What follows belongs to an exercise in optimizing a design on an open flow for small area, a short achievable clock period and few clock cycles; a production flow would make more cautious choices.
Function was checked by simulation only, so behaviour that the tests miss may differ from the original.
Power is estimated from default activity; no workload was simulated.

v41:
==> flow/design.v (excerpt) <==
module weight_binner #(
  parameter int                             NUM_BINS         = 16,   
  parameter int                             BIN_DEPTH        = 8,
  parameter int                             BLOCK_WEIGHTS    = 64,
  parameter logic [binning_pkg::ADDR_W-1:0] DRAM_BASE        = 32'h8000_0000,
  parameter int                             BIN_REGION_BYTES = 1024
) (
  input  wire                             Clk,
  input  wire                             arst_n,
  input  wire                             stream_valid,
  input  wire [binning_pkg::WEIGHT_W-1:0] stream_data,
  output logic                            stream_ready,
  input  wire                             start,
  output logic                            done,
  output logic                            bus_cmd_req,
  output logic [binning_pkg::ADDR_W-1:0]  bus_cmd_addr,
  output logic [binning_pkg::LEN_W-1:0]   bus_cmd_len,
  output logic [binning_pkg::WEIGHT_W-1:0] wr_beat_data,
  output logic                            wr_beat_sof_n,
  output logic                            wr_beat_eof_n,
  output logic                            wr_beat_src_rdy_n,
  input  wire                             cmd_ack,
  input  wire                             cmd_cmplt,
  input  wire                             dst_rdy_n
);
export LEC_CHECK = 0
export ABC_CLOCK_PERIOD_IN_PS = 3000
export CAP_MARGIN = 20
export CORE_MARGIN = 2
export CORE_UTILIZATION = 55
export CTS_CLUSTER_DIAMETER = 60
export CTS_CLUSTER_SIZE = 20
export PLACE_DENSITY = 0.72
export SETUP_SLACK_MARGIN = 5.0
export SLEW_MARGIN = 20
create_clock -name core_clock -period 8.0 [get_ports {Clk}]
run.sh (not shown) runs the stock make flow with config.mk's settings and CLKGATE_MAP_FILE= SYNTH_SCRIPT=/design/flow/synth_recipe.tcl, a recipe that flattens the netlist after the stock synthesis.
v41 completed end to end with timing, DRC and antenna clean.
Testbench counts of v41, summed over its fixed seeds: cycles 41,938.
Inputs modified between v41 and v57:
Settings: CTS_CLUSTER_SIZE: 20 -> 24; PLACE_DENSITY: 0.72 -> unset; CTS_CLUSTER_DIAMETER: 60 -> 80.
--- outcome ---
- v57 completed every stage of the flow, and the final layout passed the timing, DRC and antenna checks.
- On maximum frequency, v41 loses to v57.
- Taking v41 as the reference, in v57 utilization lost 0.65 points; final routed wirelength across all metal layers picked up an extra 4.8%; sequential power neither gained nor lost much; largest net degree at the start of global routing picked up an extra 62.
Setup changes, v57 to v36
Settings: a change of CTS_CLUSTER_SIZE from 24 to 20; a change of CTS_CLUSTER_DIAMETER from 80 to 60; a change of CORE_UTILIZATION from 55 to 60.
==> comparison <==
- Setup slack at placement delta (v36 -> v57): insignificant
- Looking at v36 and v57, the fmax is a wash.
- Total power: v36 higher than v57
- Diff v57 -> v36 | routed wire length | decrease of 4900 um
- Share of the final layout cell area in sequential cells delta (v36 -> v57): insignificant
- Post-route standard cell area excluding fillers across v36 and v57: no real change.
- Compared with v57, v36 shows die area that has gone down by a little under 10%.
- Comparing v36 with v57, the share of the clock period used by the worst path came out essentially unchanged.
- Reported for v36 and v57, sequential element share of the synthesized area turned out identical to the last digit.
diff inputs: v36 => v14
Settings: swapping 20 for 5 in CAP_MARGIN; swapping 60 for 55 in CORE_UTILIZATION; swapping 20 for 24 in CTS_CLUSTER_SIZE; swapping 20 for 5 in SLEW_MARGIN; swapping 60 for 80 in CTS_CLUSTER_DIAMETER.
==> comparison <==
Diff v14..v36 | design area | negligible
Delta (v14 minus v36): worst-case hold slack decreased by 0.0082 ns relative to the old numbers, met2 layer wire length in the routed design moved up.
Taking v36 as the reference, in v14 maximum frequency level; post-synthesis adder-cell area fraction held; routed wire length on met3 fell by 1.1%; non-clock buffer area fraction after layout picked up an extra 0.60 points.
On share of the clock period used by the worst path after layout, v14 and v36 are neck and neck.
Min number of clock buffers in the layout across v14 and v36: v14
NOTE pin count of the biggest net entering global routing v36->v14 decreased slightly
There was hardly any difference in clock skew between v36 and v14.

---

Starting RTL as in the previous note.
export LEC_CHECK = 0
export ABC_CLOCK_PERIOD_IN_PS = 3000
export CAP_MARGIN = 20
export CORE_MARGIN = 2
export CORE_UTILIZATION = 55
export CTS_CLUSTER_DIAMETER = 80
export CTS_CLUSTER_SIZE = 24
export SETUP_SLACK_MARGIN = 4.9
export SLEW_MARGIN = 20
create_clock -name core_clock -period 8.0 [get_ports {Clk}]
The starting point finished clean.
Testbench counts at the start, summed over its fixed seeds: cycles 41,938.
==> next run, changes <==
--- a/flow/config.mk
+++ b/flow/config.mk
@@ -10,6 +10,6 @@
 export CORE_MARGIN = 2
 export CORE_UTILIZATION = 55
-export CTS_CLUSTER_DIAMETER = 80
-export CTS_CLUSTER_SIZE = 24
-export SETUP_SLACK_MARGIN = 4.9
+export CTS_CLUSTER_DIAMETER = 60
+export CTS_CLUSTER_SIZE = 20
+export SETUP_SLACK_MARGIN = 5.0
 export SLEW_MARGIN = 20
Worst setup slack gets better by 0.044 ns.
Non-clock buffer count went up by 10.
Maximum frequency went up slightly.

port drivers added, routing unchanged:
Ports are ideal in the flow. The routed layouts listed here were re-timed in OpenROAD.
Step 1: set_driving_cell puts a clkbuf_16 on Clk and a buf_2 on each other input, an assumption about the parent block.
Step 2, shift: input delay + t, output delay - t, t = (earliest + latest rising clock arrival at the registers) / 2. This alone moves slack from input paths to output paths.
a / b / c = ideal ports / drivers / drivers and shift; a / b = the first two.
run	t, ns	setup WS [ns]	hold WS [ns]	worst data-port slew with drivers (ns)
v41	0.917	4.774 / 4.684 / 3.767	0.424 / 0.424 / 0.424	0.30
v57	0.889	4.816 / 4.721 / 3.963	0.415 / 0.415 / 0.415	0.28
v36	0.923	4.817 / 4.720 / 3.969	0.423 / 0.423 / 0.423	0.23
v14	0.889	4.816 / 4.721 / 3.963	0.415 / 0.415 / 0.415	0.28
the first run of note 2	0.869	4.792 / 4.712 / 3.976	0.427 / 0.427 / 0.427	0.19
the second run of note 2	0.875	4.835 / 4.754 / 4.011	0.417 / 0.417 / 0.417	0.20
After both steps setup and hold are still met in every run listed. For v41, which loses most, drivers alone change the setup slack by -0.090 ns; drivers and shift together by -1.007 ns.
